What follows belongs to an exercise in optimizing a design on an open flow for small area, a short achievable clock period and few clock cycles per item; a production flow would make more cautious choices.
Only simulation tests tie the RTL to the original design; equivalence was not proved.
Power and IR drop assume default switching activity.

## flow/design.v

```verilog
package fp_pkg;
  localparam int INSTR_W = 16;
  localparam int NUM_REGS = 16;
  typedef logic [3:0] reg_addr_t;
  typedef enum logic [3:0] {
    op_nop = 4'd0,
    op_add = 4'd1,
    op_sub = 4'd2,
    op_mul = 4'd3,
    op_neg = 4'd4,
    op_abs = 4'd5,
    op_mov = 4'd6
  } opcode_t;
  localparam logic [7:0] ADDR_INSTR    = 8'h00;   
  localparam logic [7:0] ADDR_STATUS   = 8'h04;   
  localparam logic [7:0] ADDR_REG_BASE = 8'h40;   
endpackage
`timescale 1ns/1ns
module fp_add_order
(
  input  logic [31:0] a,
  input  logic [31:0] b,
  input  logic        is_sub,
  input  logic        force_a,    
  input  logic        keep_sml,   
  output logic [22:0] fbig,       
  output logic [23:0] aligned,    
  output logic [7:0]  ebig,       
  output logic        bzero,      
  output logic        sign,       
  output logic        sub         
);
  logic        agb, age, sel_a, bs;
  logic [7:0]  ea, eb, diff;
  logic [22:0] fsml;
  logic        hsml;
  logic [23:0] sml;
  assign ea    = a[30:23];
  assign eb    = b[30:23];
  assign bs    = b[31] ^ is_sub;
  assign agb   = (a[30:0] >= b[30:0]);
  assign age   = (ea >= eb);
  assign sel_a = agb | force_a;
  assign fbig  = sel_a ? a[22:0] : b[22:0];
  assign fsml  = sel_a ? b[22:0] : a[22:0];
  assign ebig  = (age | force_a) ? ea : eb;
  assign bzero = age ? (ea == 8'd0) : (eb == 8'd0);
  assign hsml  = (age ? (eb != 8'd0) : (ea != 8'd0)) & keep_sml;
  assign diff  = age ? ea - eb : eb - ea;
  assign sml   = hsml ? {1'b1, fsml} : 24'd0;
  assign aligned = (diff >= 8'd24) ? 24'd0 : (sml >> diff[4:0]);
  assign sign  = sel_a ? a[31] : bs;
  assign sub   = a[31] ^ bs;
endmodule
module fp_add_sum
(
  input  logic [22:0] fbig,
  input  logic [23:0] aligned,
  input  logic        sub,
  output logic [24:0] sum,
  output logic [4:0]  lz        
);
  logic [24:0] addend;
  logic [31:0] v;
  logic [15:0] z1;              
  logic [15:0] p1;
  logic [7:0]  z2;              
  logic [15:0] p2;
  logic [3:0]  z3;              
  logic [11:0] p3;
  logic [1:0]  z4;              
  logic [7:0]  p4;
  assign addend = {1'b0, aligned} ^ {25{sub}};
  assign sum    = {2'b01, fbig} + addend + {24'd0, sub};
  assign v = {sum[23:0], 1'b1, 7'b0};
  always_comb begin
    for (int i = 0; i < 16; i++) begin
      z1[i] = ~v[2*i+1] & ~v[2*i];
      p1[i] = ~v[2*i+1];
    end
    for (int i = 0; i < 8; i++) begin
      z2[i]         = z1[2*i+1] & z1[2*i];
      p2[2*i +: 2]  = z1[2*i+1] ? {1'b1, p1[2*i]} : {1'b0, p1[2*i+1]};
    end
    for (int i = 0; i < 4; i++) begin
      z3[i]         = z2[2*i+1] & z2[2*i];
      p3[3*i +: 3]  = z2[2*i+1] ? {1'b1, p2[4*i +: 2]} : {1'b0, p2[4*i+2 +: 2]};
    end
    for (int i = 0; i < 2; i++) begin
      z4[i]         = z3[2*i+1] & z3[2*i];
      p4[4*i +: 4]  = z3[2*i+1] ? {1'b1, p3[6*i +: 3]} : {1'b0, p3[6*i+3 +: 3]};
    end
    lz = z4[1] ? {1'b1, p4[3:0]} : {1'b0, p4[7:4]};
  end
endmodule
module fp_add_pack
(
  input  logic [24:0] sum,
  input  logic [4:0]  lz,
  input  logic [7:0]  e,        
  input  logic        sign,
  input  logic        sub,
  input  logic        bzero,    
  input  logic        pass,     
  output logic [31:0] result
);
  logic [23:0] norm;
  logic [7:0]  xn;
  logic        zero, ovf, unf;
  always_comb begin
    if (sum[24]) begin
      norm = sum[24:1];
      xn   = e + 8'd1;
      ovf  = (e >= 8'd254);
      unf  = 1'b0;
    end else begin
      norm = sum[23:0] << lz;
      xn   = e - {3'b0, lz};
      ovf  = (e == 8'd255) && (lz == 5'd0);
      unf  = ({3'b0, lz} >= e);
    end
  end
  assign zero = bzero || (sum == 25'd0);
  always_comb begin
    if (pass) result = {sign, e, sum[22:0]};
    else if (zero) result = {sign & ~sub, 31'b0};   
    else if (ovf) result = {sign, 8'hff, 23'b0};
    else if (unf) result = {sign, 31'b0};
    else result = {sign, xn, norm[22:0]};
  end
endmodule
`timescale 1ns/1ns
module fp_booth_digits
(
  input  logic        ph,         
  input  logic [22:0] fb,         
  output logic [5:0]  one,
  output logic [5:0]  two,
  output logic [5:0]  neg
);
  logic [23:0] y;
  logic [12:0] yb;                
  assign y  = {1'b1, fb};
  assign yb = ph ? y[23:11] : {y[11:0], 1'b0};
  always_comb begin
    for (int i = 0; i < 6; i++) begin
      one[i] = yb[2*i+1] ^ yb[2*i];
      two[i] = (yb[2*i+2] & ~yb[2*i+1] & ~yb[2*i]) | (~yb[2*i+2] & yb[2*i+1] & yb[2*i]);
      neg[i] = yb[2*i+2];
    end
  end
endmodule
module fp_mul_tree
(
  input  logic        ph,         
  input  logic [22:0] fa,         
  input  logic [5:0]  one,        
  input  logic [5:0]  two,
  input  logic [5:0]  neg,
  input  logic [37:0] acc_s,      
  input  logic [37:0] acc_c,
  output logic [37:0] row_s,      
  output logic [37:0] row_c       
);
  logic [23:0] x;
  logic [39:0] pp [9];            
  logic        acc_k;             
  assign x  = {1'b1, fa};
  always_comb begin
    logic [24:0] mag, sel;
    for (int i = 0; i < 9; i++) pp[i] = '0;
    for (int i = 0; i < 6; i++) begin
      mag    = one[i] ? {1'b0, x} : (two[i] ? {x, 1'b0} : 25'd0);
      sel    = mag ^ {25{neg[i]}};
      if (i == 0) begin
        pp[0][27:0] = ph ? {1'b0, 1'b1, ~neg[0], sel} : {~neg[0], neg[0], neg[0], sel};
      end else begin
        pp[i][2*i +: 27] = {1'b1, ~neg[i], sel};
        pp[i][2*i-2]     = neg[i-1];
      end
    end
    pp[6][25:0] = ph ? acc_s[37:12] : 26'd0;
    pp[7][25:0] = ph ? acc_c[37:12] : 26'd0;
    pp[8][35:12] = ph ? x : 24'd0;
    pp[8][10]    = neg[5];
    pp[8][0]     = ph & acc_k;
  end
  function automatic logic [79:0] csa(input logic [39:0] a, input logic [39:0] b,
                                      input logic [39:0] c);
    logic [39:0] s, k;
    s = a ^ b ^ c;
    k = (a & b) | (a & c) | (b & c);
    csa = {k[38:0], 1'b0, s};
  endfunction
  logic [39:0] l1 [6];
  logic [39:0] l2 [4];
  logic [39:0] l3 [3];
  logic [39:0] l4 [2];
  assign {l1[1], l1[0]} = csa(pp[0], pp[1], pp[2]);
  assign {l1[3], l1[2]} = csa(pp[3], pp[4], pp[5]);
  assign {l1[5], l1[4]} = csa(pp[6], pp[7], pp[8]);
  assign {l2[1], l2[0]} = csa(l1[0], l1[1], l1[2]);
  assign {l2[3], l2[2]} = csa(l1[3], l1[4], l1[5]);
  assign {l3[1], l3[0]} = csa(l2[0], l2[1], l2[2]);
  assign l3[2] = l2[3];
  assign {l4[1], l4[0]} = csa(l3[0], l3[1], l3[2]);
  logic [12:0] low0;
  assign low0   = {1'b0, acc_s[11:0]} + {1'b0, acc_c[11:0]};
  assign acc_k  = low0[12];
  assign row_s = l4[0][37:0];
  assign row_c = l4[1][37:0];
endmodule
module fp_mul_pack
(
  input  logic [35:0] row_s,    
  input  logic [35:0] row_c,
  input  logic [7:0]  xe,       
  input  logic        zero0,    
  input  logic        zero1,    
  input  logic        inf0,     
  input  logic        inf1,     
  input  logic        sign,
  output logic [31:0] result
);
  logic [35:0] pw;
  logic [24:0] p;               
  logic [22:0] frac;
  logic [7:0]  xn;
  logic        z, f;
  assign pw   = row_s + row_c;
  assign p    = pw[35:11];
  assign frac = p[24] ? p[23:1] : p[22:0];
  assign xn   = p[24] ? xe + 8'd1 : xe;
  assign z    = p[24] ? zero1 : zero0;
  assign f    = p[24] ? inf1 : inf0;
  always_comb begin
    if (z) result = {sign, 31'b0};
    else if (f) result = {sign, 8'hff, 23'b0};
    else result = {sign, xn, frac};
  end
endmodule
`timescale 1ns/1ns
module fp_sign_unit
(
  input  logic [2:0] op,
  input  logic       s,
  output logic       new_sign
);
  always_comb begin
    case (op)
      3'd4:    new_sign = ~s;     
      3'd5:    new_sign = 1'b0;   
      default: new_sign = s;      
    endcase
  end
endmodule
`timescale 1ns/1ns
module reg_file
(
  input  logic        clk,
  input  logic        reset,
  input  logic        we,
  input  logic [3:0]  wa,
  input  logic [31:0] wd,
  input  logic [3:0]  ra1,
  input  logic [3:0]  ra2,
  output logic [31:0] rd1,
  output logic [31:0] rd2
);
  logic [31:0] regs [16];
  logic [31:0] wd_eff;
  assign wd_eff = reset ? 32'd0 : wd;
  always_ff @(posedge clk) begin
    for (int i = 0; i < 16; i++) begin
      if (reset || (we && (wa == i))) regs[i] <= wd_eff;
    end
  end
  assign rd1 = regs[ra1];
  assign rd2 = regs[ra2];
endmodule
`timescale 1ns/1ns
module fp_coprocessor
#(
  parameter int QD = 3
)
(
  input  logic        clk,
  input  logic        reset,
  input  logic [7:0]  paddr,
  input  logic        psel,
  input  logic        penable,
  input  logic        pwrite,
  input  logic [31:0] pwdata,
  output logic [31:0] prdata,
  output logic        pready,
  output logic        pslverr
);
  logic [14:0]   q [QD];
  logic [QD-1:0] qv;
  logic          mph;          
  logic [14:0]   ri;           
  logic          back_q;       
  logic        hw_q;           
  logic [3:0]  hidx_q;
  logic        iw_q;           
  logic        pslverr_q;
  logic [31:0] prdata_q;
  logic        reset_q;
  logic        x0_v, x0_ph;
  logic [2:0]  x0_op;
  logic [31:0] x0_a, x0_b;
  logic        x1_v, x1_ph, x1_mul, x1_pass, x1_sign, x1_sub, x1_bzero, x1_mz;
  logic [3:0]  x1_dest;
  logic [22:0] x1_fbig;
  logic [23:0] x1_aligned;
  logic [8:0]  x1_ex;
  logic [5:0]  x1_one, x1_two, x1_neg;
  logic        x2_v, x2_mul, x2_pass, x2_sign, x2_sub, x2_bzero;
  logic        x2_z0, x2_z1, x2_i0, x2_i1;
  logic [3:0]  x2_dest;
  logic [24:0] x2_sum;
  logic [4:0]  x2_lz;
  logic [37:0] x2_rs, x2_rc;   
  logic [7:0]  x2_e;
  logic        wb2_v;
  logic [3:0]  wb2_dest;
  logic [31:0] wb2_data;
  logic        setup, is_instr, is_status, is_reg, hrd_now, hwr_now;
  assign setup     = psel & ~penable;
  assign is_instr  = (paddr == fp_pkg::ADDR_INSTR);
  assign is_status = (paddr == fp_pkg::ADDR_STATUS);
  assign is_reg    = (paddr[7:6] == fp_pkg::ADDR_REG_BASE[7:6]) && (paddr[1:0] == 2'b00);
  assign hrd_now   = paddr[6];
  assign hwr_now   = setup & pwrite & ~paddr[7] & paddr[6];
  logic        rf_we;
  logic [3:0]  rf_wa;
  logic [31:0] rf_wd;
  logic [31:0] rda, rdb;
  reg_file reg_file_i (
    .clk(clk), .reset(reset_q),
    .we(rf_we), .wa(rf_wa), .wd(rf_wd),
    .ra1(q[0][7:4]), .ra2(hrd_now ? paddr[5:2] : q[0][3:0]),
    .rd1(rda), .rd2(rdb)
  );
  logic [2:0] op;
  logic [3:0] dest, src1, src2;
  logic       uses2, is_mul, hazard, block, issue, deq, kill;
  assign op   = q[0][14:12];
  assign dest = q[0][11:8];
  assign src1 = q[0][7:4];
  assign src2 = q[0][3:0];
  function automatic logic busy(input logic [3:0] r, input logic va, input logic [3:0] da,
                                input logic vb, input logic [3:0] db,
                                input logic vc, input logic [3:0] dc);
    busy = (va && (da == r)) || (vb && (db == r)) || (vc && (dc == r));
  endfunction
  assign uses2  = ~op[2];   
  assign is_mul = (op == 3'd3);
  assign hazard = busy(src1, x0_v, ri[11:8], x1_v, x1_dest, x2_v, x2_dest) ||
                  (uses2 && busy(src2, x0_v, ri[11:8], x1_v, x1_dest, x2_v, x2_dest));
  assign block  = hw_q | wb2_v | back_q;
  assign issue  = mph | (qv[0] & ~hazard & ~block);
  assign deq    = issue & ~(is_mul & ~mph);
  assign kill   = issue & ((hrd_now & uses2) | hwr_now);
  always_ff @(posedge clk) begin
    ri    <= q[0];
    x0_ph <= mph;
    x0_op <= op;
    x0_a  <= rda;
    x0_b  <= rdb;
  end
  logic        x_sub, x_mul, x_pass, psign, osign, osub, bzero;
  logic [22:0] fbig;
  logic [23:0] aligned;
  logic [7:0]  ea, eb, ebig;
  logic [5:0]  one, two, neg;
  assign x_sub  = (x0_op == 3'd2);
  assign x_mul  = (x0_op == 3'd3);
  assign x_pass = x0_op[2];
  assign ea     = x0_a[30:23];
  assign eb     = x0_b[30:23];
  fp_add_order fp_add_order_i (
    .a(x0_a), .b(x0_b), .is_sub(x_sub), .force_a(x_mul | x_pass), .keep_sml(~x_pass),
    .fbig(fbig), .aligned(aligned), .ebig(ebig), .bzero(bzero), .sign(osign), .sub(osub)
  );
  fp_sign_unit fp_sign_unit_i (.op(x0_op), .s(x0_a[31]), .new_sign(psign));
  fp_booth_digits fp_booth_digits_i (.ph(x0_ph), .fb(x0_b[22:0]), .one(one), .two(two), .neg(neg));
  always_ff @(posedge clk) begin
    x1_ph      <= x0_ph;
    x1_dest    <= ri[11:8];
    x1_mul     <= x_mul;
    x1_pass    <= x_pass;
    x1_fbig    <= fbig;
    x1_aligned <= aligned;
    x1_one     <= one;
    x1_two     <= two;
    x1_neg     <= neg;
    x1_bzero   <= bzero;
    x1_ex      <= x_mul ? {1'b0, ea} + {1'b0, eb} : {1'b0, ebig};
    x1_mz      <= (ea == 8'd0) | (eb == 8'd0);
    x1_sub     <= ~x_pass & osub;
    x1_sign    <= x_pass ? psign : (x_mul ? (x0_a[31] ^ x0_b[31]) : osign);
  end
  logic [24:0] sum;
  logic [4:0]  lz;
  logic [37:0] rs, rc;
  fp_add_sum fp_add_sum_i (
    .fbig(x1_fbig), .aligned(x1_aligned), .sub(x1_sub), .sum(sum), .lz(lz)
  );
  fp_mul_tree fp_mul_tree_i (
    .ph(x1_ph), .fa(x1_fbig), .one(x1_one), .two(x1_two), .neg(x1_neg),
    .acc_s(x2_rs), .acc_c(x2_rc), .row_s(rs), .row_c(rc)
  );
  always_ff @(posedge clk) begin
    x2_dest  <= x1_dest;
    x2_mul   <= x1_mul;
    x2_pass  <= x1_pass;
    x2_sign  <= x1_sign;
    x2_sub   <= x1_sub;
    x2_bzero <= x1_bzero;
    x2_sum   <= sum;
    x2_lz    <= lz;
    x2_rs    <= rs;
    x2_rc    <= rc;
    x2_e     <= x1_mul ? x1_ex[7:0] + 8'd129 : x1_ex[7:0];
    x2_z0    <= x1_mz | (x1_ex <= 9'd127);
    x2_z1    <= x1_mz | (x1_ex <= 9'd126);
    x2_i0    <= (x1_ex >= 9'd382);
    x2_i1    <= (x1_ex >= 9'd381);
  end
  logic [31:0] add_res, mul_res, res;
  fp_add_pack fp_add_pack_i (
    .sum(x2_sum), .lz(x2_lz), .e(x2_e), .sign(x2_sign), .sub(x2_sub), .bzero(x2_bzero),
    .pass(x2_pass), .result(add_res)
  );
  fp_mul_pack fp_mul_pack_i (
    .row_s(x2_rs[35:0]), .row_c(x2_rc[35:0]), .xe(x2_e),
    .zero0(x2_z0), .zero1(x2_z1), .inf0(x2_i0), .inf1(x2_i1),
    .sign(x2_sign), .result(mul_res)
  );
  assign res = x2_mul ? mul_res : add_res;
  assign rf_we = hw_q | wb2_v | x2_v;
  assign rf_wa = hw_q ? hidx_q : (wb2_v ? wb2_dest : x2_dest);
  assign rf_wd = (hw_q | wb2_v) ? (hw_q ? pwdata : wb2_data) : res;
  always_ff @(posedge clk) begin
    if (x2_v & (hw_q | wb2_v)) begin
      wb2_dest <= x2_dest;
      wb2_data <= res;
    end
  end
  logic [14:0]   qnew;
  logic [QD-1:0] sv, at;
  logic [14:0]   sq [QD];
  assign qnew = {pwdata[14:12], pwdata[11:0]};
  always_comb begin
    for (int i = 0; i < QD; i++) begin
      if (back_q) begin
        sv[i] = (i == 0) ? 1'b1 : qv[i-1];
        sq[i] = (i == 0) ? ri : q[i-1];
      end else if (deq) begin
        sv[i] = (i < QD-1) ? qv[i+1] : 1'b0;
        sq[i] = (i < QD-1) ? q[i+1] : q[i];
      end else begin
        sv[i] = qv[i];
        sq[i] = q[i];
      end
    end
    for (int i = 0; i < QD; i++) at[i] = iw_q & ~sv[i] & ((i == 0) ? 1'b1 : sv[i-1]);
  end
  always_ff @(posedge clk) begin
    for (int i = 0; i < QD; i++) q[i] <= at[i] ? qnew : sq[i];
  end
  always_ff @(posedge clk) begin
    if (reset) begin
      qv     <= '0;
      mph    <= 1'b0;
      back_q <= 1'b0;
      x0_v   <= 1'b0;
      x1_v   <= 1'b0;
      x2_v   <= 1'b0;
      wb2_v  <= 1'b0;
    end else begin
      qv     <= sv | at;
      mph    <= issue & is_mul & ~mph & ~kill;
      back_q <= kill & deq;
      x0_v   <= issue & ~kill;
      x1_v   <= x0_v;
      x2_v   <= x1_v & ~(x1_mul & ~x1_ph);
      wb2_v  <= (x2_v & (hw_q | wb2_v)) | (wb2_v & hw_q);
    end
  end
  logic        op_ok, room, err;
  logic [3:0]  op4;
  logic [31:0] status;
  assign op4   = pwdata[15:12];
  assign op_ok = (op4 <= 4'd6);
  assign room  = ~qv[QD-1] | deq;
  always_comb begin
    if (is_instr) err = ~pwrite | ~op_ok | ((op4 != 4'd0) & ~room);
    else if (is_reg) err = 1'b0;   
    else if (is_status) err = pwrite;
    else err = 1'b1;
  end
  assign status = {26'b0, qv[0], back_q, x0_v, x1_v, x2_v & wb2_v, 1'b0};
  always_ff @(posedge clk) begin
    if (reset) begin
      hw_q      <= 1'b0;
      iw_q      <= 1'b0;
      pslverr_q <= 1'b0;
    end else begin
      hw_q      <= setup & is_reg & pwrite;
      iw_q      <= setup & is_instr & pwrite & op_ok & (op4 != 4'd0) & room;
      pslverr_q <= setup & err;
    end
  end
  always_ff @(posedge clk) begin
    reset_q  <= reset;
    hidx_q   <= paddr[5:2];
    prdata_q <= paddr[6] ? (rdb & {32{~reset_q}}) : status;
  end
  assign pready  = 1'b1;
  assign pslverr = pslverr_q;
  assign prdata  = prdata_q;
endmodule
```

## flow/flow/run.sh

```bash
#!/bin/bash
# Own layout flow: the standard ORFS flow, with the port buffers made
# from buf_4 cells instead of the resizer's default choice, and the
# post-placement timing repair asked to keep a setup margin.
# Each step's full output stays in orfs/logs/; make's own output goes to
# flow_make.log in the work folder.
set -euo pipefail
bash standard.sh \
  BUFFER_PORTS_ARGS="-buffer_cell sky130_fd_sc_hd__buf_4" \
  SETUP_SLACK_MARGIN=8 \
  finish > flow_make.log 2>&1
```

## flow/standard.sh

```bash
#!/bin/bash
# synth_recipe.tcl (not shown) runs the flow's synth.tcl, then flattens the netlist and writes it again
# the make line also repeats each setting of config.mk as NAME=value (left out here)
make -C /OpenROAD-flow-scripts/flow DESIGN_CONFIG=/design/flow/config.mk WORK_HOME=/design/flow/orfs CLKGATE_MAP_FILE= SYNTH_SCRIPT=/design/flow/synth_recipe.tcl "${@:-finish}"
```

## flow/config.mk

```make
export PLATFORM = sky130hd
export DESIGN_NAME = fp_coprocessor
export DESIGN_NICKNAME = fp_coprocessor
export VERILOG_FILES = /design/flow/design.v
export SDC_FILE = /design/flow/constraint.sdc
export NUM_CORES = 8
export LEC_CHECK = 0
export ABC_AREA = 1
export CAP_MARGIN = 60
export CORE_MARGIN = 2
export CORE_UTILIZATION = 35
export SLEW_MARGIN = 60
```

## flow/constraint.sdc

```tcl
create_clock -name core_clock -period 12.0 [get_ports {clk}]
set_input_delay 2.4000 -clock core_clock [delete_from_list [all_inputs] [get_ports {clk}]]
set_output_delay 2.4000 -clock core_clock [all_outputs]
set_load 0.01 [all_outputs]
```

==> results.txt, run 1 <==
status=complete, no violations; Reg power frac=29.4%; number of buffers created by CTS=94; Sw Ratio=44.4%; initial drt markers=5986; Slew @ Worst Pin=0.676 ns; crit-path max FO=22; Crit path required time=12.69 ns; largest net degree at the start of global routing=78; area leader, netlist=edfxtp_1; LEAKAGE=25.2 nW; height of the die=393 um; share of cells above drive strength 1=9.52%; Max Clk Rate=249 MHz; Detailed Route WL=208000 um; FF+latch count, synth=929; fin crit share=33.5%; IO Pins=79; synth warn=18; Mapped Nets=6283; Final Hold Fails=0; number of buffers on the longest clock path=3; RSZ-0062 raised after global routing=true; cell mode on critical path=nand2_1; reg2reg setup slack=8.07 ns; drt drc=0; CTS Sinks=929; Final Setup Violations=0; dpl ws=6.46 ns; EDFF count, synth=593; Final Total Pwr=16.4 mW; power share of the clock group=19.2%; CP endpoint kind=register; minimum hold slack=0.326 ns; Crit path arrival time=4.71 ns; Pre-antenna DRT Iters=7; CP Launch Type=primary input; top-area cell type share of the netlist area=33.6%; DPL Wire Length=140000 um; first-pass GRT wire length=295000 um; DR vias/cell=5.71; Avg WL per Cell=25.9 um; Cells after Synth=5916; Final WS setup=7.98 ns; vias in the first global route=43500; switching power=7.30 mW; Logic pwr share=51.3%; Nets=6306; row cnt=142; gr usage total=26.2%; Initial Util=35.3%; Syn-to-layout area delta=13.9%; gr ovfl total=0; DR vias=45900; Chip Width=393 um; most common flop cell mapped by yosys=edfxtp_1; critical path, cell by cell=buf_6 -> nand2_1 -> o21ai_4 -> nor2_1 -> nand2_1 -> buf_6 -> inv_1 -> buf_8 -> nand2_1 -> nand2_1 -> nor4_1 -> a22oi_1 -> a32o_1; Area contributors post-synth=edfxtp_1, dfxtp_1, nand2_1; CP max stage delay=0.41 ns; Buf+Inv Stages, Crit Path=4; CP max-delay cell=a22oi_1; share of the yosys chip area belonging to registers=46.4%; Crit Path Class=in -> reg; Clock Latency Late Sink=0.76 ns; min-delay worst type=reg -> reg; H-tree depth=3; cell family with most CP delay=simple AND/OR/NAND/NOR gates; antenna violations before repair=12; CTS Hold Buffers Added=0; Power Density=273 nW/um2; antenna viol nets, final=0; Max IR drop VDD=0.274 mV; syn avg cell area=8.95 um2; clock slew at reported path FFs=0.06 ns; Synth async-reset ratio=0%; max-slew violation count=0; mapped cell area=52900 um2; fin crit period=4.02 ns; Fin Setup TNS=0 ns; Max-slew headroom=54.9%; clk root buf=clkbuf_16; Yosys cell types=69; Port-buffer cells=77; clock skew=0.0870 ns; Die ar.=154000 um2; routability congestion estimate=0.966; CTS tree=built; core area=150000 um2; max-cap viol count=0; cell-internal power=9.14 mW
cell usage after synthesis, types with 19 or more instances:
library cell,count
inv_1,809
dfxtp_1,336
nor2_1,338
o2111ai_1,44
fa_1,172
o22ai_1,244
o21ai_0,365
o21ai_1,26
buf_4,26
xor2_1,208
ha_1,150
clkbuf_1,169
a2111oi_0,30
xnor2_1,34
nand2_1,1248
nor4_1,20
buf_1,22
edfxtp_1,593
nor3_1,50
o211ai_1,53
a21oi_1,206
nand3_1,270
a211oi_1,27
a22oi_1,37
a41oi_1,19
a221oi_1,91
nand4_1,54
a31oi_1,26
a22o_1,21
buf_2,59
kinds of logic (layout without fill, tap and decap cells):
| kind of cell | count (synthesis) | count (layout) | synth area share [%] |
|---|---|---|---|
| other | 1 | 4 | 0.00709 |
| muxes | 7 | 7 | 0.132 |
| DFF | 929 | 929 | 46.4 |
| adders and majority gates | 322 | 322 | 10.1 |
| AOI/OAI and AO/OA | 1274 | 1274 | 15.3 |
| and+or+nand+nor | 2026 | 2028 | 15.8 |
| xor gates and xnor gates | 243 | 243 | 4.04 |
| buffers and inverters | 1114 | 1215 | 8.33 |
worst paths after layout:
check | start | endpoint | cells past startpoint
setup / recovery | paddr[6] | prdata_q[1] | 13
hold / removal | x1_pass | x2_pass | 0
setup reg to reg | x1_neg[3] | x2_rs[24] | 8
hold reg to reg | x1_pass | x2_pass | 0
worst register-to-register path, cell delays in order (launching register included):
cell     delay, ns
dfxtp_1       0.66
inv_1         0.45
buf_4         0.35
xor2_1        0.23
fa_1          0.49
fa_1          0.57
fa_1          0.40
inv_1         0.17
fa_1          0.49
per-stage QoR:
stage / cells / cell area [um2] / util (%)
after CTS: 8028 / 59900 / 39.9
after floorplan: 5916 / 53000 / -
after global placement: 7836 / 55800 / 37.2
final: 8038 / 60300 / 40.2
after detailed placement: 7845 / 56200 / 37.5
after global routing: 8035 / 60300 / 40.2
layer usage:
metal	routed length, um	GRT usage (%)	vias up
met5	70	0	-
met4	11200	11.8	10
met3	22800	5.95	687
met2	93900	41.8	2856
met1	80400	33.7	22100
li1	-	-	20300
registers in the layout, summed over array words and instances, names as in the netlist, 23 cells and up:
signal,count
prdata_q,32
q,45
reg_file_i.regs,512
wb2_data,32
x0_a,32
x0_b,32
x1_aligned,24
x1_fbig,23
x2_rc,36
x2_rs,35
x2_sum,25
cells in the final DEF (no fill, tap or decap), drive strengths merged, types with 13 or more instances in the layout:
| cell | instances |
|---|---|
| inv | 822 |
| edfxtp | 593 |
| buf | 205 |
| xor2 | 209 |
| a221oi | 91 |
| nand3 | 271 |
| nor3 | 52 |
| o221ai | 13 |
| a21oi | 207 |
| a41oi | 22 |
| nor4 | 20 |
| nand4 | 56 |
| clkinv | 38 |
| ha | 150 |
| o2111ai | 44 |
| dfxtp | 336 |
| o211ai | 53 |
| o22ai | 244 |
| a31oi | 26 |
| a211oi | 27 |
| nand2 | 1259 |
| a22oi | 37 |
| a2111oi | 30 |
| nor2 | 351 |
| clkbuf | 137 |
| o21ai | 404 |
| a22o | 21 |
| xnor2 | 34 |
| fa | 172 |
power by group through the flow:
| stage | logic, mW | clock network (mW) | registers, mW |
|---|---|---|---|
| 6_report | 8.45 | 3.16 | 4.84 |
| 5_1_grt | 9.35 | 3.31 | 4.88 |
| 4_1_cts | 8.30 | 3.19 | 4.81 |
| 3_5_place_dp | 8.23 | 0 | 4.87 |
| 3_3_place_gp | 8.05 | 0 | 4.88 |
| 2_1_floorplan | 5.42 | 0 | 4.60 |
cell type report:
type                    instances  area, um2
clock inverters                42        552
clock buffers                 134       2810
repair buffers                208       1830
fillers                     14900      89700
well taps                    2016       2520
multi-input cells            3875      24800
flip-flops and latches        929      24500
inverters                     830       3240
repair inverters                1       8.76
diodes                          3       7.51
repair_timing:
item                                    4_1_cts  5_1_grt
cloned                                        1        4
endpoints found under the hold margin         0        0
endpoints found under the setup margin      293      531
pin swaps                                     3        2
buffers inserted                              6        0
resized for setup                            52       63
Testbench counts, summed over its fixed seeds: cycles 8,092, items 2,304.
==> inputs of run 2 (changes only) <==
--- a/flow/config.mk
+++ b/flow/config.mk
@@ -8,5 +8,5 @@
 export ABC_AREA = 1
 export CAP_MARGIN = 60
 export CORE_MARGIN = 2
-export CORE_UTILIZATION = 35
+export CORE_UTILIZATION = 50
 export SLEW_MARGIN = 60
==> results.txt, run 2 <==
Final WS setup=8.02 ns (was 7.98 ns); Synth Area in Simple Gates=15.8% (unchanged); met2 Usage GRT=57.9% (was 41.8%); max-slew violation count=0 (unchanged); synth warn=18 (unchanged); CP Launch Type=primary input (unchanged); Final Hold Fails=0 (unchanged); DR vias=46000 (was 45900); XOR/XNOR share of the synthesized area=4.04% (unchanged); share of the yosys chip area belonging to registers=46.4% (unchanged); Reg area=24500 um2 (about the same); Detailed Route WL=206000 um (was 208000 um); Area contributors post-synth=edfxtp_1, dfxtp_1, nand2_1 (unchanged); gr ovfl total=0 (unchanged); clock slew at reported path FFs=0.06 ns (about the same); dpl ws=6.28 ns (was 6.46 ns); crit-path max FO=27 (was 22); H-tree depth=3 (unchanged); Biggest register=reg_file_i.regs (unchanged); fin crit share=33.2% (was 33.5%); Cells after Synth=5916 (unchanged); Slew @ Worst Pin=0.641 ns (was 0.676 ns); Power Density=273 nW/um2 (about the same); Avg WL per Cell=27.7 um (was 25.9 um); CTS tree=built (unchanged); Final Setup Violations=0 (unchanged); CTS Sinks=929 (unchanged); clock skew=0.0401 ns (was 0.0870 ns); gr usage total=37.4% (was 26.2%); main combinational cell family by area after synthesis=simple AND/OR/NAND/NOR gates (unchanged); commonest non-fill, non-tap cell in the layout=nand2_1 (unchanged); top-count cell post-synth=nand2_1 (unchanged); minimum hold slack=0.331 ns (was 0.326 ns); fillers=9398 (was 14900); M1 GR Usage=50.0% (was 33.7%); top-area cell type share of the netlist area=33.6% (unchanged); Syn-to-layout area delta=13.3% (was 13.9%); antenna viol nets, final=0 (unchanged); Clock Latency Late Sink=0.70 ns (was 0.76 ns); largest net degree at the start of global routing=78 (unchanged); drt drc=0 (unchanged); Max-slew headroom=57.3% (was 54.9%); Nets=6324 (was 6306); area leader, netlist=edfxtp_1 (unchanged); number of buffers created by CTS=98 (was 94); power share of the clock group=19.8% (was 19.2%); mapped cell area=52900 um2 (unchanged); switching power=7.16 mW (was 7.30 mW); Synth Area in Adders=10.1% (unchanged); most frequent cells in the layout=nand2_1, inv_1, edfxtp_1 (unchanged); DPL Wire Length=139000 um (was 140000 um); clk root buf=clkbuf_16 (unchanged); CP endpoint kind=register (unchanged); IO Pins=79 (unchanged); Chip Width=329 um (was 393 um); CTS Hold Buffers Added=0 (unchanged); LEAKAGE=25.3 nW (was 25.2 nW); Logic pwr share=50.9% (was 51.3%); height of the die=329 um (was 393 um); Die ar.=108000 um2 (was 154000 um2); Mapped Nets=6283 (unchanged); FF+latch count, synth=929 (unchanged); area of the multi-input gates=24900 um2 (was 24800 um2); final core occ=57.0% (was 40.2%); Max Clk Rate=251 MHz (was 249 MHz); Crit path arrival time=4.56 ns (was 4.71 ns); Pre-antenna DRT Iters=9 (was 7); share of cells above drive strength 1=9.95% (was 9.52%); DR vias/cell=6.18 (was 5.71); Port-buffer cells=77 (unchanged); Max IR drop VDD=0.254 mV (was 0.274 mV); Crit path required time=12.58 ns (was 12.69 ns); most common flop cell mapped by yosys=edfxtp_1 (unchanged); Final Non-Filler Cells=7438 (was 8038); GRT met3 Usage=7.56% (was 5.95%); Initial Util=50.3% (was 35.3%); first-pass GRT wire length=294000 um (was 295000 um); fin crit period=3.98 ns (was 4.02 ns); row cnt=119 (was 142); status=complete, no violations (unchanged); antenna violations before repair=9 (was 12); Placed Cells=7208 (was 7845); core area=105000 um2 (was 150000 um2); number of flip-flops under the largest register name=512 (unchanged); routability congestion estimate=0.974 (was 0.966); cell-internal power=9.22 mW (was 9.14 mW); mux contribution to synthesized area=0.132% (unchanged); post-synthesis compound-gate area fraction=15.3% (unchanged); Sw Ratio=43.7% (was 44.4%); Fin Setup TNS=0 ns (unchanged); Synth async-reset ratio=0% (unchanged); Crit Path Class=in -> reg (unchanged); max-cap viol count=0 (unchanged); initial drt markers=6104 (was 5986); syn avg cell area=8.95 um2 (unchanged); layer carrying the most global-route usage=met2 (unchanged); Yosys cell types=69 (unchanged); number of buffers on the longest clock path=3 (unchanged); Reg power frac=29.4% (about the same); top post-synthesis cells by count=nand2_1, inv_1, edfxtp_1, o21ai_0, nor2_1 (unchanged); EDFF count, synth=593 (unchanged); Top Registers=reg_file_i.regs x512, q x45, x2_rc x36 (unchanged); min-delay worst type=reg -> reg (unchanged); RSZ-0062 raised after global routing=false (was true); vias in the first global route=43300 (was 43500)
run 2: layout make-up:
class                      instances  area share, %
multi-input combinational       3875           41.5
sequential                       929           40.9
inverter                         830           5.41
clock buffer                     116           4.36
timing repair buffer             223           3.53
tap                             1391           2.90
clock inverter                    66           1.34
antenna                            8         0.0334
run 2: final timing paths:
path                   from                 endpoint  slack [ns]  cells after the start
setup reg to reg  x2_rc[26]  reg_file_i.regs[10][23]        8.09                     14
hold / removal      x1_sign                  x2_sign        0.33                      0
hold reg to reg     x1_sign                  x2_sign        0.33                      0
setup / recovery   paddr[6]             prdata_q[18]        8.02                     14
run 2: what timing repair did:
item,in CTS,in global routing
gates resized for setup,56,77
setup buffers,17,15
cloned,1,3
setup endpoints to repair,379,557
pin swaps,11,10
run 2: stage by stage:
stage	instance area [um2]	total power [mW]
after floorplan	53000	10.0
after global placement	55000	12.7
after detailed placement	55400	12.9
after CTS	59400	16.1
after global routing	59900	17.5
final	59900	16.4
run 2: kinds of logic after synthesis:
group / after synthesis
DFF: 929
buffers and inverters: 1114
muxes: 7
adders and majority gates: 322
other: 1
AOI/OAI and AO/OA: 1274
xor gates and xnor gates: 243
and+or+nand+nor: 2026
run 2: worst max-delay path, stage by stage:
cell	delay (ns)
buf_6	0.15
nand2_1	0.12
o21ai_4	0.12
inv_2	0.14
nor2_4	0.05
buf_12	0.15
nand2_4	0.20
clkinv_8	0.26
nand2_1	0.12
o2111ai_1	0.12
nor3_1	0.35
a41oi_2	0.21
nand2_1	0.09
nor2_1	0.05
run 2: power groups by stage:
stage / clock network (mW) / logic [mW] / registers, mW
2_1_floorplan: 0 / 5.42 / 4.60
3_3_place_gp: 0 / 7.87 / 4.84
3_5_place_dp: 0 / 8.01 / 4.85
4_1_cts: 3.26 / 8.10 / 4.78
5_1_grt: 3.38 / 9.23 / 4.85
6_report: 3.24 / 8.33 / 4.81
run 2: metal layers:
metal | share of wire (%) | wire [um]
met2 | 44 | 91100
met4 | 5.9 | 12200
met5 | 0.031 | 65
met1 | 39 | 81200
met3 | 11 | 21800
==> inputs of run 3 (changes only) <==
--- a/flow/config.mk
+++ b/flow/config.mk
@@ -5,8 +5,8 @@
 export SDC_FILE = /design/flow/constraint.sdc
 export NUM_CORES = 8
 export LEC_CHECK = 0
-export ABC_AREA = 1
 export CAP_MARGIN = 60
 export CORE_MARGIN = 2
 export CORE_UTILIZATION = 50
+export PLACE_DENSITY = 0.7
 export SLEW_MARGIN = 60
==> results.txt, run 3 <==
Max Clk Rate=248 MHz (was 251 MHz); Biggest register=reg_file_i.regs (unchanged); IO Pins=79 (unchanged); Avg WL per Cell=30.8 um (was 27.7 um); met2 WL post-DR=85100 um (was 91100 um); Chip Width=326 um (was 329 um); mux contribution to synthesized area=4.82% (was 0.132%); CP endpoint kind=register (unchanged); CP Launch Type=register (was primary input); CP max stage delay=0.61 ns (was 0.35 ns); synth warn=18 (unchanged); number of buffers created by CTS=93 (was 98); DR vias=42600 (was 46000); Sw Ratio=42.4% (was 43.7%); Area contributors post-synth=edfxtp_1, dfxtp_1, a22oi_1 (was edfxtp_1, dfxtp_1, nand2_1); H-tree depth=3 (unchanged); Port-buffer cells=77 (unchanged); crit-path max FO=7 (was 27); XOR/XNOR share of the synthesized area=4.60% (was 4.04%); Yosys cell types=102 (was 69); Hold Path Stages=0 (unchanged); Synth async-reset ratio=0% (unchanged); Max-slew headroom=-12.6% (was 57.3%); Power Density=260 nW/um2 (was 273 nW/um2); antenna violations before repair=8 (was 9); Crit path required time=12.57 ns (was 12.58 ns); M1 WL=66400 um (was 81200 um); Initial Util=50.2% (was 50.3%); drt drc=0 (unchanged); share of the yosys chip area belonging to registers=47.3% (was 46.4%); Detailed Route WL=191000 um (was 206000 um); FF+latch count, synth=929 (unchanged); Synth Area in Simple Gates=9.68% (was 15.8%); Crit path arrival time=4.61 ns (was 4.56 ns); Syn-to-layout area delta=14.8% (was 13.3%); DPL Wire Length=119000 um (was 139000 um); RR Endpoint=x1_aligned[3] (was reg_file_i.regs[10][23]); Die ar.=106000 um2 (was 108000 um2); post-synthesis compound-gate area fraction=19.1% (was 15.3%); Cells after Synth=4679 (was 5916); Reg power frac=31.1% (was 29.4%); WHS Endpoint=x2_pass (was x2_sign); CTS Hold Buffers Added=0 (unchanged); top-area cell type share of the netlist area=34.4% (was 33.6%); Nets=5088 (was 6324); CP max-delay cell=or4_4 (was nor3_1); fillers=8367 (was 9398); gr ovfl total=0 (unchanged); reg2reg setup slack=7.96 ns (was 8.09 ns); RSZ-0062 raised after global routing=true (was false); syn avg cell area=11.1 um2 (was 8.95 um2); Crit Path Class=reg -> reg (was in -> reg); power share of the clock group=19.5% (was 19.8%); most frequent cells in the layout=edfxtp_1, a22oi_1, dfxtp_1 (was nand2_1, inv_1, edfxtp_1); height of the die=326 um (was 329 um); row cnt=118 (was 119); number of flip-flops under the largest register name=512 (unchanged); most common flop cell mapped by yosys=edfxtp_1 (unchanged); max layer used=met5 (unchanged); area leader, netlist=edfxtp_1 (unchanged); critical path, cell by cell=inv_1 -> ha_4 -> inv_1 -> fa_1 -> nand3_2 -> a31oi_4 -> buf_4 -> nor2_4 -> buf_4 -> mux2_1 -> a21oi_1 -> xnor2_1 -> or4_4 -> or3_1 -> o221ai_1 (was buf_6 -> nand2_1 -> o21ai_4 -> inv_2 -> nor2_4 -> buf_12 -> nand2_4 -> clkinv_8 -> nand2_1 -> o2111ai_1 -> nor3_1 -> a41oi_2 -> nand2_1 -> nor2_1); cell family with most CP delay=simple AND/OR/NAND/NOR gates (unchanged); top post-synthesis cells by count=edfxtp_1, a22oi_1, dfxtp_1, clkbuf_1, nand2_1 (was nand2_1, inv_1, edfxtp_1, o21ai_0, nor2_1); Mapped Nets=5046 (was 6283); routability congestion estimate=1.03 (was 0.974); EDFF count, synth=593 (unchanged); antenna viol nets, final=0 (unchanged); Logic pwr share=49.5% (was 50.9%); Reg-to-Reg Start=x0_a[23] (was x2_rc[26]); minimum hold slack=0.335 ns (was 0.331 ns); number of buffers on the longest clock path=3 (unchanged); hold path startpoint=x1_pass (was x1_sign); max-cap viol count=1 (was 0); Slew @ Worst Pin=1.69 ns (was 0.641 ns); fin crit period=4.04 ns (was 3.98 ns); switching power=6.57 mW (was 7.16 mW); SO Viols=capacitance limit, slew limit; max-slew violation count=3 (was 0); Final Hold Fails=0 (unchanged); min-delay worst type=reg -> reg (unchanged); Pre-antenna DRT Iters=9 (unchanged); final core occ=57.7% (was 57.0%); design area=59500 um2 (was 59900 um2); Final Setup Violations=0 (unchanged); gr usage total=34.3% (was 37.4%); Fin Setup TNS=0 ns (unchanged); largest net degree at the start of global routing=78 (unchanged); status=finished with violations (was complete, no violations); Detail Route met3 WL=25200 um (was 21800 um); fin crit share=33.7% (was 33.2%); clock slew at reported path FFs=0.07 ns (was 0.06 ns); DR vias/cell=6.89 (was 6.18); clock skew=0.0848 ns (was 0.0401 ns); Placement Cell Area=54800 um2 (was 55400 um2); core area=103000 um2 (was 105000 um2); clk root buf=clkbuf_16 (unchanged); commonest non-fill, non-tap cell in the layout=edfxtp_1 (was nand2_1); Buf+Inv Stages, Crit Path=4 (unchanged); LEAKAGE=22.1 nW (was 25.3 nW); first-pass GRT wire length=271000 um (was 294000 um); vias in the first global route=41200 (was 43300); initial drt markers=6570 (was 6104); Clock Latency Late Sink=0.72 ns (was 0.70 ns); Synth Area in Adders=10.3% (was 10.1%); R2R depth=15 (was 14); cell-internal power=8.92 mW (was 9.22 mW); Top Registers=reg_file_i.regs x512, q x45, x2_rc x36 (unchanged); CTS tree=built (unchanged); main combinational cell family by area after synthesis=compound AO/OA/AOI/OAI gates (was simple AND/OR/NAND/NOR gates); CTS Sinks=929 (unchanged); top-count cell post-synth=edfxtp_1 (was nand2_1); share of cells above drive strength 1=16.4% (was 9.95%); mapped cell area=51800 um2 (was 52900 um2); Max IR drop VDD=0.234 mV (was 0.254 mV)
==> run 3: changes by cell type in the layout (fill, tap and decap cells not counted), moves of 192 or more <==
| cell | delta |
|---|---|
| nand2_1 | -969 |
| o21ai_0 | -204 |
| inv_1 | -542 |
| a22oi_1 | +440 |
| nor2_1 | -192 |
| o22ai_1 | -202 |
==> run 3: final cells by class <==
cell class	count	area (um2)	share of cell area, %
Clock inverter	45	542	0.911
Multi-Input combinational cell	3182	26400	44.5
Tap cell	1380	1730	2.90
Clock buffer	130	2670	4.49
Timing Repair Buffer	267	2560	4.30
Inverter	248	947	1.59
Sequential cell	929	24600	41.3
Antenna cell	2	5.00	0.00841
==> run 3: logic make-up (layout without fill, tap and decap cells) <==
kind of cell / after synthesis / count (layout)
flops: 929 / 929
mux: 224 / 224
fa+ha+maj: 322 / 322
xor+xnor: 272 / 272
other cells: 1 / 3
buf+inv: 570 / 690
compound gates: 1373 / 1375
simple gates: 988 / 988
==> run 3: stage by stage <==
stage | std cells | setup WS (ns) | power, mW
3_5_place_dp | 5934 | 7.04 | 11.9
4_1_cts | 6118 | 8.00 | 15.0
6_report | 6183 | 7.96 | 15.5
3_3_place_gp | 5914 | 6.31 | 11.8
2_1_floorplan | 4679 | 7.90 | 8.94
5_1_grt | 6181 | 7.79 | 16.2
==> run 3: what timing repair did <==
item                                    CTS  global route
buffers inserted                          9            54
endpoints found under the setup margin  465           481
pin swaps                                 9            21
gates resized for setup                  65           111
gates cloned                              0             6
==> run 3: power groups by stage <==
stage	combinational (mW)	sequential, mW	clock [mW]
2_1_floorplan	4.43	4.51	0
3_3_place_gp	6.98	4.79	0
3_5_place_dp	7.11	4.81	0
4_1_cts	7.24	4.75	3.02
5_1_grt	8.18	4.84	3.15
6_report	7.66	4.81	3.02
==> run 3: layer usage <==
metal  global-route usage [%]  vias up
li1                         -    17800
met1                     42.6    20600
met2                     53.8     3366
met3                     9.38      899
met4                     19.9        6
met5                    0.177        -
==> run 3: how the worst max path moves through the flow <==
stage                         from                     end  slack, ns  depth (start not counted)
after detailed placement  paddr[6]             prdata_q[5]       7.04                         10
after floorplan           paddr[6]            prdata_q[29]       7.90                         10
after global placement    x2_lz[2]  reg_file_i.regs[4][11]       6.31                         12
final                     x0_a[23]           x1_aligned[3]       7.96                         15
after CTS                 x2_lz[0]  reg_file_i.regs[1][16]       8.00                         14
after global routing      x0_a[23]           x1_aligned[3]       7.79                         15
==> inputs of run 4 (changes only) <==
--- a/flow/config.mk
+++ b/flow/config.mk
@@ -8,5 +8,5 @@
 export CAP_MARGIN = 60
 export CORE_MARGIN = 2
 export CORE_UTILIZATION = 50
-export PLACE_DENSITY = 0.7
+export GPL_TIMING_DRIVEN = 0
 export SLEW_MARGIN = 60
==> results.txt, run 4 <==
crit-path max FO=10 (was 7); Syn-to-layout area delta=19.5% (was 14.8%); number of flip-flops under the largest register name=512 (unchanged); Fin Setup TNS=0 ns (unchanged); cell-internal power=8.99 mW (was 8.92 mW); Chip Width=326 um (unchanged); Top Registers=reg_file_i.regs x512, q x45, x2_rc x36 (unchanged); clock skew=0.0511 ns (was 0.0848 ns); row cnt=118 (unchanged); Die ar.=106000 um2 (unchanged); clock slew at reported path FFs=0.07 ns (about the same); clk root buf=clkbuf_16 (unchanged); most frequent cells in the layout=edfxtp_1, a22oi_1, dfxtp_1 (unchanged); Cells after Synth=4679 (unchanged); number of buffers created by CTS=97 (was 93); core area=103000 um2 (unchanged); drt drc=0 (unchanged); vias in the first global route=42500 (was 41200); Crit path required time=12.62 ns (was 12.57 ns); Sw Ratio=42.1% (was 42.4%); fin crit share=34.8% (was 33.7%); Mapped Nets=5046 (unchanged); Logic pwr share=48.3% (was 49.5%); CTS Hold Buffers Added=0 (unchanged); fin crit period=4.17 ns (was 4.04 ns); CP endpoint kind=register (unchanged); Yosys cell types=102 (unchanged); antenna viol nets, final=0 (unchanged); min-delay worst type=reg -> reg (unchanged); cell mode on critical path=clkbuf_8; reg2reg setup slack=8.07 ns (was 7.96 ns); initial drt markers=8150 (was 6570); CP Launch Type=primary input (was register); Port-buffer cells=76 (was 77); height of the die=326 um (unchanged); share of cells above drive strength 1=19.5% (was 16.4%); CTS Sinks=929 (unchanged); RSZ-0062 raised after global routing=true (unchanged); fillers=8507 (was 8367); Power Density=251 nW/um2 (was 260 nW/um2); commonest non-fill, non-tap cell in the layout=edfxtp_1 (unchanged); final core occ=60.0% (was 57.7%); Crit Path Class=in -> reg (was reg -> reg); DR vias=45300 (was 42600); Slew @ Worst Pin=0.693 ns (was 1.69 ns); first-pass GRT wire length=320000 um (was 271000 um); power share of the clock group=20.7% (was 19.5%); Max IR drop VDD=0.239 mV (was 0.234 mV); Reg power frac=31.0% (was 31.1%); gr usage total=42.5% (was 34.3%); Max-slew headroom=53.8% (was -12.6%); antenna violations before repair=20 (was 8); Avg WL per Cell=35.9 um (was 30.8 um); area leader, netlist=edfxtp_1 (unchanged); Max Clk Rate=240 MHz (was 248 MHz); Nets=5363 (was 5088); number of buffers on the longest clock path=3 (unchanged); Crit path arrival time=4.79 ns (was 4.61 ns); Clock Latency Late Sink=0.74 ns (was 0.72 ns); largest net degree at the start of global routing=20 (was 78); share of the yosys chip area belonging to registers=47.3% (unchanged); DR vias/cell=6.99 (was 6.89); Biggest register=reg_file_i.regs (unchanged); most common flop cell mapped by yosys=edfxtp_1 (unchanged); DPL Wire Length=162000 um (was 119000 um); Final Hold Fails=0 (unchanged); IO Pins=79 (unchanged); H-tree depth=3 (unchanged); switching power=6.53 mW (was 6.57 mW); CP max-delay cell=o32a_2 (was or4_4); EDFF count, synth=593 (unchanged); top-count cell post-synth=edfxtp_1 (unchanged); gr ovfl total=0 (unchanged); Placement Cell Area=56100 um2 (was 54800 um2); CTS tree=built (unchanged); Final Setup Violations=0 (unchanged); Synth async-reset ratio=0% (unchanged); Area contributors post-synth=edfxtp_1, dfxtp_1, a22oi_1 (unchanged); syn avg cell area=11.1 um2 (unchanged); critical path, cell by cell=clkbuf_16 -> o32a_2 -> nor2_4 -> clkbuf_8 -> clkbuf_8 -> a22oi_1 -> nand3_1 -> o22a_1 -> and2_2 (was inv_1 -> ha_4 -> inv_1 -> fa_1 -> nand3_2 -> a31oi_4 -> buf_4 -> nor2_4 -> buf_4 -> mux2_1 -> a21oi_1 -> xnor2_1 -> or4_4 -> or3_1 -> o221ai_1); max-cap viol count=0 (was 1); Initial Util=50.2% (unchanged); FF+latch count, synth=929 (unchanged); top post-synthesis cells by count=edfxtp_1, a22oi_1, dfxtp_1, clkbuf_1, nand2_1 (unchanged); Detailed Route WL=232000 um (was 191000 um); top-area cell type share of the netlist area=34.4% (unchanged); mapped cell area=51800 um2 (unchanged); routability congestion estimate=1.02 (was 1.03); LEAKAGE=23.4 nW (was 22.1 nW); CP max stage delay=0.52 ns (was 0.61 ns); max-slew violation count=0 (was 3); design area=61900 um2 (was 59500 um2); status=complete, no violations (was finished with violations); synth warn=18 (unchanged); Pre-antenna DRT Iters=11 (was 9)
## run 4: changes by cell type in the layout (fill, tap and decap cells not counted), sizes merged, moves of 2 or more
cell / change
diode: +12
clkinv: +2
bufinv: +3
a221o: +2
a32o: +5
clkbuf: +242
inv: +6
buf: +19
## run 4: critical path, delay by kind of cell
family | cells | cell delay (ns)
AND/OR/NAND/NOR | 3 | 0.73
AO/OA/AOI/OAI | 3 | 0.85
buffers and inverters | 3 | 0.77
## run 4: final timing paths
kind / from / to / cells after the start
worst max register to register: x0_b[0] / x1_aligned[11] / 13
worst min register to register: x1_bzero / x2_bzero / 0
worst min-delay path: x1_bzero / x2_bzero / 0
worst max-delay path: paddr[6] / prdata_q[0] / 9
## run 4: timing repair
| item | in CTS | in global routing |
|---|---|---|
| resized for setup | 197 | 169 |
| pin swaps | 39 | 35 |
| gates cloned | 7 | 2 |
| buffers inserted | 44 | 21 |
| endpoints found under the setup margin | 693 | 614 |
## run 4: logic make-up after synthesis
kind of cell,count (synthesis),share of synthesized area [%]
compound gates,1373,19.1
mux,224,4.82
other cells,1,0.00724
fa+ha+maj,322,10.3
simple gates,988,9.68
buf+inv,570,4.23
xor+xnor,272,4.60
flops,929,47.3
## run 4: layout make-up
| class | count | area, um2 | share of cell area, % |
|---|---|---|---|
| timing repair buffer | 209 | 2300 | 3.71 |
| clock buffer | 127 | 2780 | 4.48 |
| inverter | 248 | 938 | 1.51 |
| antenna | 14 | 35.0 | 0.0566 |
| multi-input combinational | 3189 | 27100 | 43.7 |
| buffer | 322 | 1930 | 3.11 |
| tap | 1380 | 1730 | 2.79 |
| clock inverter | 55 | 622 | 1.00 |
| sequential | 929 | 24600 | 39.6 |
## run 4: per-stage QoR
stage | setup slack [ns] | hold slack, ns | instances | total power [mW]
finish | 7.83 | 0.326 | 6473 | 15.5
global route | 7.88 | 0.328 | 6460 | 16.3
CTS | 7.99 | 0.326 | 6425 | 15.1
detailed placement | 6.46 | 0.312 | 6192 | 11.6
global placement | 5.30 | 0.313 | 6135 | 11.3
floorplan | 7.90 | 0.310 | 4679 | 8.94
## run 4: layer usage
layer  wire (um)  track usage, %  vias up  part of all wire, %
met4       20900            29.2       10                  9.0
met5         153               0        -                0.066
li1            -               -    18400                    -
met1       80600            51.9    22000                   35
met2       98500            63.3     3792                   42
met3       32000            14.7     1109                   14
## run 4: power groups by stage
stage,clock (mW),sequential (mW),combinational (mW)
after global routing,3.33,4.82,8.13
after floorplan,0,4.51,4.43
final,3.21,4.81,7.50
after global placement,0,4.83,6.47
after detailed placement,0,4.82,6.74
after CTS,3.21,4.77,7.17
==> inputs of run 5 (changes only) <==
--- a/flow/config.mk
+++ b/flow/config.mk
@@ -8,5 +8,5 @@
 export CAP_MARGIN = 60
 export CORE_MARGIN = 2
 export CORE_UTILIZATION = 50
-export GPL_TIMING_DRIVEN = 0
+export GPL_ROUTABILITY_DRIVEN = 0
 export SLEW_MARGIN = 60
==> results.txt, run 5 <==
status=complete, no violations (unchanged); final core occ=57.3% (was 60.0%); Synth async-reset ratio=0% (unchanged); Top Registers=reg_file_i.regs x512, q x45, x2_rc x36 (unchanged); Pre-antenna DRT Iters=8 (was 11); CP max-delay cell=o32a_2 (unchanged); Mapped Nets=5046 (unchanged); most common flop cell mapped by yosys=edfxtp_1 (unchanged); DR vias=42100 (was 45300); height of the die=326 um (unchanged); syn avg cell area=11.1 um2 (unchanged); Max IR drop VDD=0.166 mV (was 0.239 mV); CTS Sinks=929 (unchanged); Crit Path Class=in -> reg (unchanged); minimum hold slack=0.326 ns (about the same); Max Clk Rate=250 MHz (was 240 MHz); Detailed Route WL=197000 um (was 232000 um); CP Launch Type=primary input (unchanged); Final Hold Fails=0 (unchanged); Slew @ Worst Pin=0.626 ns (was 0.693 ns); Cells after Synth=4679 (unchanged); LEAKAGE=21.9 nW (was 23.4 nW); CTS tree=built (unchanged); Chip Width=326 um (unchanged); FF+latch count, synth=929 (unchanged); design area=59100 um2 (was 61900 um2); max-cap viol count=0 (unchanged); CP endpoint kind=register (unchanged); EDFF count, synth=593 (unchanged); CP max stage delay=0.48 ns (was 0.52 ns); Nets=5056 (was 5363); clk root buf=clkbuf_16 (unchanged); core area=103000 um2 (unchanged); number of buffers created by CTS=100 (was 97); gr ovfl total=0 (unchanged); clock skew=0.0570 ns (was 0.0511 ns); number of flip-flops under the largest register name=512 (unchanged); DPL Wire Length=123000 um (was 162000 um); H-tree depth=3 (unchanged); Die ar.=106000 um2 (unchanged); synth warn=18 (unchanged); Syn-to-layout area delta=14.1% (was 19.5%); most frequent cells in the layout=edfxtp_1, a22oi_1, dfxtp_1 (unchanged); DR vias/cell=6.83 (was 6.99); crit-path max FO=26 (was 10); antenna viol nets, final=0 (unchanged); fin crit share=33.3% (was 34.8%); Initial Util=50.2% (unchanged); clock slew at reported path FFs=0.07 ns (about the same); Power Density=254 nW/um2 (was 251 nW/um2); antenna violations before repair=15 (was 20); row cnt=118 (unchanged); share of cells above drive strength 1=15.4% (was 19.5%); commonest non-fill, non-tap cell in the layout=edfxtp_1 (unchanged); CTS Hold Buffers Added=0 (unchanged); number of buffers on the longest clock path=3 (unchanged); Avg WL per Cell=31.9 um (was 35.9 um); Final Setup Violations=0 (unchanged); Crit path required time=12.64 ns (was 12.62 ns); Yosys cell types=102 (unchanged); initial drt markers=6613 (was 8150); critical path, cell by cell=buf_12 -> o32a_2 -> nor2_4 -> buf_6 -> buf_6 -> a22o_1 -> a221oi_1 -> nand3_1 -> o22a_1 -> nand2_1 -> o21ai_0 (was clkbuf_16 -> o32a_2 -> nor2_4 -> clkbuf_8 -> clkbuf_8 -> a22oi_1 -> nand3_1 -> o22a_1 -> and2_2); top-count cell post-synth=edfxtp_1 (unchanged); Max-slew headroom=57.8% (was 53.8%); IO Pins=79 (unchanged); top-area cell type share of the netlist area=34.4% (unchanged); RSZ-0062 raised after global routing=true (unchanged); Placement Cell Area=54700 um2 (was 56100 um2); Crit path arrival time=4.63 ns (was 4.79 ns); min-delay worst type=reg -> reg (unchanged); Fin Setup TNS=0 ns (unchanged); Area contributors post-synth=edfxtp_1, dfxtp_1, a22oi_1 (unchanged); area leader, netlist=edfxtp_1 (unchanged); vias in the first global route=40200 (was 42500); cell mode on critical path=buf_6 (was clkbuf_8); top post-synthesis cells by count=edfxtp_1, a22oi_1, dfxtp_1, clkbuf_1, nand2_1 (unchanged); largest net degree at the start of global routing=78 (was 20); Port-buffer cells=77 (was 76); mapped cell area=51800 um2 (unchanged); gr usage total=36.1% (was 42.5%); fin crit period=3.99 ns (was 4.17 ns); max-slew violation count=0 (unchanged); Biggest register=reg_file_i.regs (unchanged); drt drc=0 (unchanged); share of the yosys chip area belonging to registers=47.3% (unchanged); Clock Latency Late Sink=0.71 ns (was 0.74 ns); first-pass GRT wire length=282000 um (was 320000 um)
## run 5: critical path, delay by kind of cell
kind | cells | cell delay (ns)
AOI/OAI and AO/OA | 5 | 0.97
buffers and inverters | 3 | 0.73
and+or+nand+nor | 3 | 0.49
## run 5: kinds of logic (layout without fill, tap and decap cells)
group,after synthesis,after routing,share of synthesized area [%]
AOI/OAI and AO/OA,1373,1375,19.1
and+or+nand+nor,988,988,9.68
other,1,8,0.00724
xor gates and xnor gates,272,272,4.60
buffers and inverters,570,664,4.23
muxes,224,224,4.82
DFF,929,929,47.3
adders and majority gates,322,322,10.3
## run 5: per-layer routing
metal	up-vias	GRT usage [%]	wire length [um]	part of all wire (%)
met5	-	0	11	0.0056
met4	2	16.3	9750	5.0
met3	627	8.46	24400	12
met2	3153	54.0	86200	44
met1	20600	49.9	76400	39
li1	17700	-	-	-
## run 5: power by group
group	leakage (nW)	switching [mW]	internal (mW)
logic	11.4	4.13	2.73
registers	8.77	0.614	4.21
clock network	1.74	1.35	1.97
## run 5: cell type report
| class | count | area (um2) |
|---|---|---|
| Antenna cell | 7 | 17.5 |
| Clock buffer | 141 | 2910 |
| Clock inverter | 47 | 644 |
| Fill cell | 8646 | 44100 |
| Inverter | 248 | 941 |
| Multi-Input combinational cell | 3182 | 26200 |
| Sequential cell | 929 | 24600 |
| Tap cell | 1380 | 1730 |
| Timing Repair Buffer | 228 | 2100 |
## run 5: repair_timing
item / CTS / global route
cloned: 2 / 1
setup endpoints to repair: 517 / 525
setup buffers: 4 / 14
pin swaps: 8 / 11
gates resized for setup: 55 / 76
## run 5: stage by stage
stage | setup slack (ns) | std cells | total power [mW]
final | 8.01 | 6162 | 15.0
after detailed placement | 7.06 | 5944 | 11.4
after floorplan | 7.90 | 4679 | 8.94
after CTS | 8.00 | 6138 | 14.8
after global routing | 7.96 | 6157 | 15.8
after global placement | 6.66 | 5922 | 11.3
## run 5: final timing paths
check / from / end / slack [ns] / cells after the start
min reg2reg: x1_pass / x2_pass / 0.33 / 0
max reg2reg: x0_a[26] / x1_aligned[12] / 8.04 / 13
max: paddr[6] / prdata_q[2] / 8.01 / 11
min: x1_pass / x2_pass / 0.33 / 0
==> inputs of run 6 (changes only) <==
--- a/flow/flow/run.sh
+++ b/flow/flow/run.sh
@@ -7,5 +7,5 @@
 set -euo pipefail
 bash standard.sh \
   BUFFER_PORTS_ARGS="-buffer_cell sky130_fd_sc_hd__buf_4" \
-  SETUP_SLACK_MARGIN=8 \
+  SETUP_SLACK_MARGIN=8.5 \
   finish > flow_make.log 2>&1
--- a/flow/config.mk
+++ b/flow/config.mk
@@ -8,5 +8,4 @@
 export CAP_MARGIN = 60
 export CORE_MARGIN = 2
 export CORE_UTILIZATION = 50
-export GPL_ROUTABILITY_DRIVEN = 0
 export SLEW_MARGIN = 60
==> results.txt, run 6 <==
status=complete, no violations (unchanged); design area=67200 um2 (was 59100 um2); share of the yosys chip area belonging to registers=47.3% (unchanged); share of cells above drive strength 1=29.4% (was 15.4%); DR vias=45800 (was 42100); fin crit share=31.5% (was 33.3%); Crit path required time=12.53 ns (was 12.64 ns); area leader, netlist=edfxtp_1 (unchanged); Max IR drop VDD=0.196 mV (was 0.166 mV); row cnt=118 (unchanged); number of buffers on the longest clock path=3 (unchanged); mapped cell area=51800 um2 (unchanged); max-slew violation count=0 (unchanged); cell family with most CP delay=compound AO/OA/AOI/OAI gates (unchanged); LEAKAGE=24.9 nW (was 21.9 nW); min-delay worst type=reg -> reg (unchanged); RR Endpoint=reg_file_i.regs[12][5] (was x1_aligned[12]); Biggest register=reg_file_i.regs (unchanged); Fin Setup TNS=0 ns (unchanged); CP max stage delay=0.41 ns (was 0.48 ns); number of buffers created by CTS=100 (unchanged); clk root buf=clkbuf_16 (unchanged); fin crit period=3.78 ns (was 3.99 ns); XOR/XNOR share of the synthesized area=4.60% (unchanged); Syn-to-layout area delta=29.6% (was 14.1%); Yosys cell types=102 (unchanged); Detailed Route WL=227000 um (was 197000 um); Reg area=24800 um2 (was 24600 um2); R2R depth=15 (was 13); met2 Usage GRT=58.3% (was 54.0%); area of the multi-input gates=29200 um2 (was 26200 um2); Reg power frac=28.4% (was 32.1%); initial drt markers=7437 (was 6613); FF+latch count, synth=929 (unchanged); reg2reg setup slack=8.22 ns (was 8.04 ns); antenna violations before repair=16 (was 15); Nets=5427 (was 5056); DR vias/cell=7.01 (was 6.83); power share of the clock group=18.7% (was 22.1%); CP max-delay cell=a32o_4 (was o32a_2); most frequent cells in the layout=edfxtp_1, a22oi_1, buf_4 (was edfxtp_1, a22oi_1, dfxtp_1); Pre-antenna DRT Iters=10 (was 8); IO Pins=79 (unchanged); Reg-to-Reg Start=x2_rs[4] (was x0_a[26]); mux contribution to synthesized area=4.82% (unchanged); critical path depth=15 (was 11); most common flop cell mapped by yosys=edfxtp_1 (unchanged); top post-synthesis cells by count=edfxtp_1, a22oi_1, dfxtp_1, clkbuf_1, nand2_1 (unchanged); M1 GR Usage=51.8% (was 49.9%); fillers=7660 (was 8646); Sw Ratio=41.6% (was 40.7%); cell-internal power=10.1 mW (was 8.90 mW); clock skew=0.0376 ns (was 0.0570 ns); core area=103000 um2 (unchanged); CTS tree=built (unchanged); post-synthesis compound-gate area fraction=19.1% (unchanged); end point of the critical path=reg_file_i.regs[12][5] (was prdata_q[2]); CP endpoint kind=register (unchanged); Buf+Inv Stages, Crit Path=4 (was 3); DPL Wire Length=124000 um (was 123000 um); Die ar.=106000 um2 (unchanged); CTS Sinks=929 (unchanged); Chip Width=326 um (unchanged); Logic pwr share=52.9% (was 45.7%); Crit path arrival time=4.31 ns (was 4.63 ns); EDFF count, synth=593 (unchanged); GRT met3 Usage=12.0% (was 8.46%); syn avg cell area=11.1 um2 (unchanged); critical path launch point=x2_rs[4] (was paddr[6]); antenna viol nets, final=0 (unchanged); vias in the first global route=42800 (was 40200); Cells after Synth=4679 (unchanged); gr ovfl total=0 (unchanged); Synth Area in Adders=10.3% (unchanged); max-cap viol count=0 (unchanged); Clock Latency Late Sink=0.72 ns (was 0.71 ns); Slew @ Worst Pin=1.43 ns (was 0.626 ns); Synth async-reset ratio=0% (unchanged); height of the die=326 um (unchanged); Max Clk Rate=264 MHz (was 250 MHz); H-tree depth=3 (unchanged); Final Setup Violations=0 (unchanged); main combinational cell family by area after synthesis=compound AO/OA/AOI/OAI gates (unchanged); Port-buffer cells=77 (unchanged); CTS Hold Buffers Added=0 (unchanged); drt drc=0 (unchanged); layer carrying the most global-route usage=met2 (unchanged); top-area cell type share of the netlist area=34.4% (unchanged); RSZ-0062 raised after global routing=true (unchanged); top-count cell post-synth=edfxtp_1 (unchanged); Power Density=256 nW/um2 (was 254 nW/um2); critical path, cell by cell=ha_4 -> nand4_1 -> a31oi_4 -> o31ai_4 -> buf_6 -> a21oi_4 -> o31ai_4 -> o311a_4 -> buf_12 -> nor3_4 -> a21oi_4 -> buf_12 -> buf_6 -> o221ai_4 -> a32o_4 (was buf_12 -> o32a_2 -> nor2_4 -> buf_6 -> buf_6 -> a22o_1 -> a221oi_1 -> nand3_1 -> o22a_1 -> nand2_1 -> o21ai_0); crit-path max FO=8 (was 26); Synth Area in Simple Gates=9.68% (unchanged); routability congestion estimate=0.955; largest net degree at the start of global routing=78 (unchanged); Max-slew headroom=3.94% (was 57.8%); synth warn=18 (unchanged); Avg WL per Cell=34.8 um (was 31.9 um); switching power=7.17 mW (was 6.10 mW); CP Launch Type=register (was primary input); clock slew at reported path FFs=0.06 ns (was 0.07 ns); Final Hold Fails=0 (unchanged); Initial Util=50.2% (unchanged); Top Registers=reg_file_i.regs x512, q x45, x2_rc x36 (unchanged); Area contributors post-synth=edfxtp_1, dfxtp_1, a22oi_1 (unchanged); Mapped Nets=5046 (unchanged); gr usage total=39.9% (was 36.1%); number of flip-flops under the largest register name=512 (unchanged); commonest non-fill, non-tap cell in the layout=edfxtp_1 (unchanged); Crit Path Class=reg -> reg (was in -> reg); Placement Cell Area=54800 um2 (was 54700 um2); first-pass GRT wire length=308000 um (was 282000 um)
[run 6: cell counts after synthesis]
Identical to the previous run, type by type.
[run 6: per-stage QoR]
step	setup WS, ns	std cells	util (%)	power, mW	hold slack, ns
after global placement	7.02	5913	52.6	11.6	0.312
after CTS	8.34	6381	61.9	16.1	0.326
final	8.22	6543	65.1	17.2	0.319
after detailed placement	6.97	5939	53.1	11.7	0.320
after global routing	8.16	6528	65.1	17.9	0.329
after floorplan	7.90	4679	-	8.99	0.310
[run 6: worst min-delay path by stage]
stage,end,start,cells past startpoint,slack [ns]
after CTS,x2_sign,x1_sign,0,0.33
after global placement,x2_pass,x1_pass,0,0.31
after floorplan,x2_bzero,x1_bzero,0,0.31
final,x2_sign,x1_sign,0,0.32
after detailed placement,x2_sign,x1_sign,0,0.32
after global routing,x2_sign,x1_sign,0,0.33
[run 6: what timing repair did]
action,CTS,global route
setup endpoints to repair,751,717
setup buffers,215,117
pin swaps,187,236
gates resized for setup,625,344
cloned,39,20
[run 6: routing by layer]
metal,routed length [um],vias up,share of wire (%)
met5,125,-,0.055
met4,18200,12,8.0
met3,31500,1042,14
met2,95600,3798,42
met1,81900,22500,36
li1,-,18500,-
[run 6: power by group through the flow]
stage               clock (mW)  sequential (mW)  combinational, mW
finish                    3.22             4.89               9.11
global route              3.35             4.92               9.68
detailed placement           0             4.83               6.82
floorplan                    0             4.51               4.47
CTS                       3.22             4.82               8.05
global placement             0             4.83               6.76
[run 6: cell families after synthesis]
kind of cell | Yosys count
compound gates | 1373
xor+xnor | 272
fa+ha+maj | 322
buf+inv | 570
flops | 929
mux | 224
other cells | 1
simple gates | 988
[run 6: worst reg2reg max path, delay by kind of cell (launching register included)]
| kind | cells | cell delay [ns] |
|---|---|---|
| buffers and inverters | 4 | 0.60 |
| and+or+nand+nor | 2 | 0.50 |
| AOI/OAI and AO/OA | 8 | 1.90 |
| adders and majority gates | 1 | 0.28 |
| DFF | 1 | 0.33 |
[run 6: area by class of cell]
type	count	area share, %
Sequential cell	929	36.9
Timing Repair Buffer	587	10.4
Clock inverter	48	0.814
Inverter	248	1.44
Multi-Input combinational cell	3194	43.5
Clock buffer	140	4.28
Antenna cell	17	0.0633
Tap cell	1380	2.57

[afterwards: timing with drivers on the ports]
How much do the figures lean on ideal ports? The routed layouts below were timed once more, with nothing changed but the port constraints.
Step 1, drivers: a clkbuf_16 drives clk and a buf_2 each remaining input, both assumed.
Step 2 times the ports against the registers' clock, not the clock port: input delays grow and output delays shrink by t, the midpoint of the rising clock arrivals with the driver on.
Slacks: ideal ports / drivers / drivers and shift; pairs: ideal ports / drivers.
run	t (ns)	slack for setup (ns)
run 1	0.798	7.979 / 8.024 / 7.226
run 2	0.752	8.022 / 8.010 / 7.310
run 3	0.758	7.961 / 7.961 / 7.285
run 4	0.782	7.830 / 7.808 / 7.026
run 5	0.752	8.005 / 8.032 / 7.280
run 6	0.777	8.217 / 8.093 / 7.316
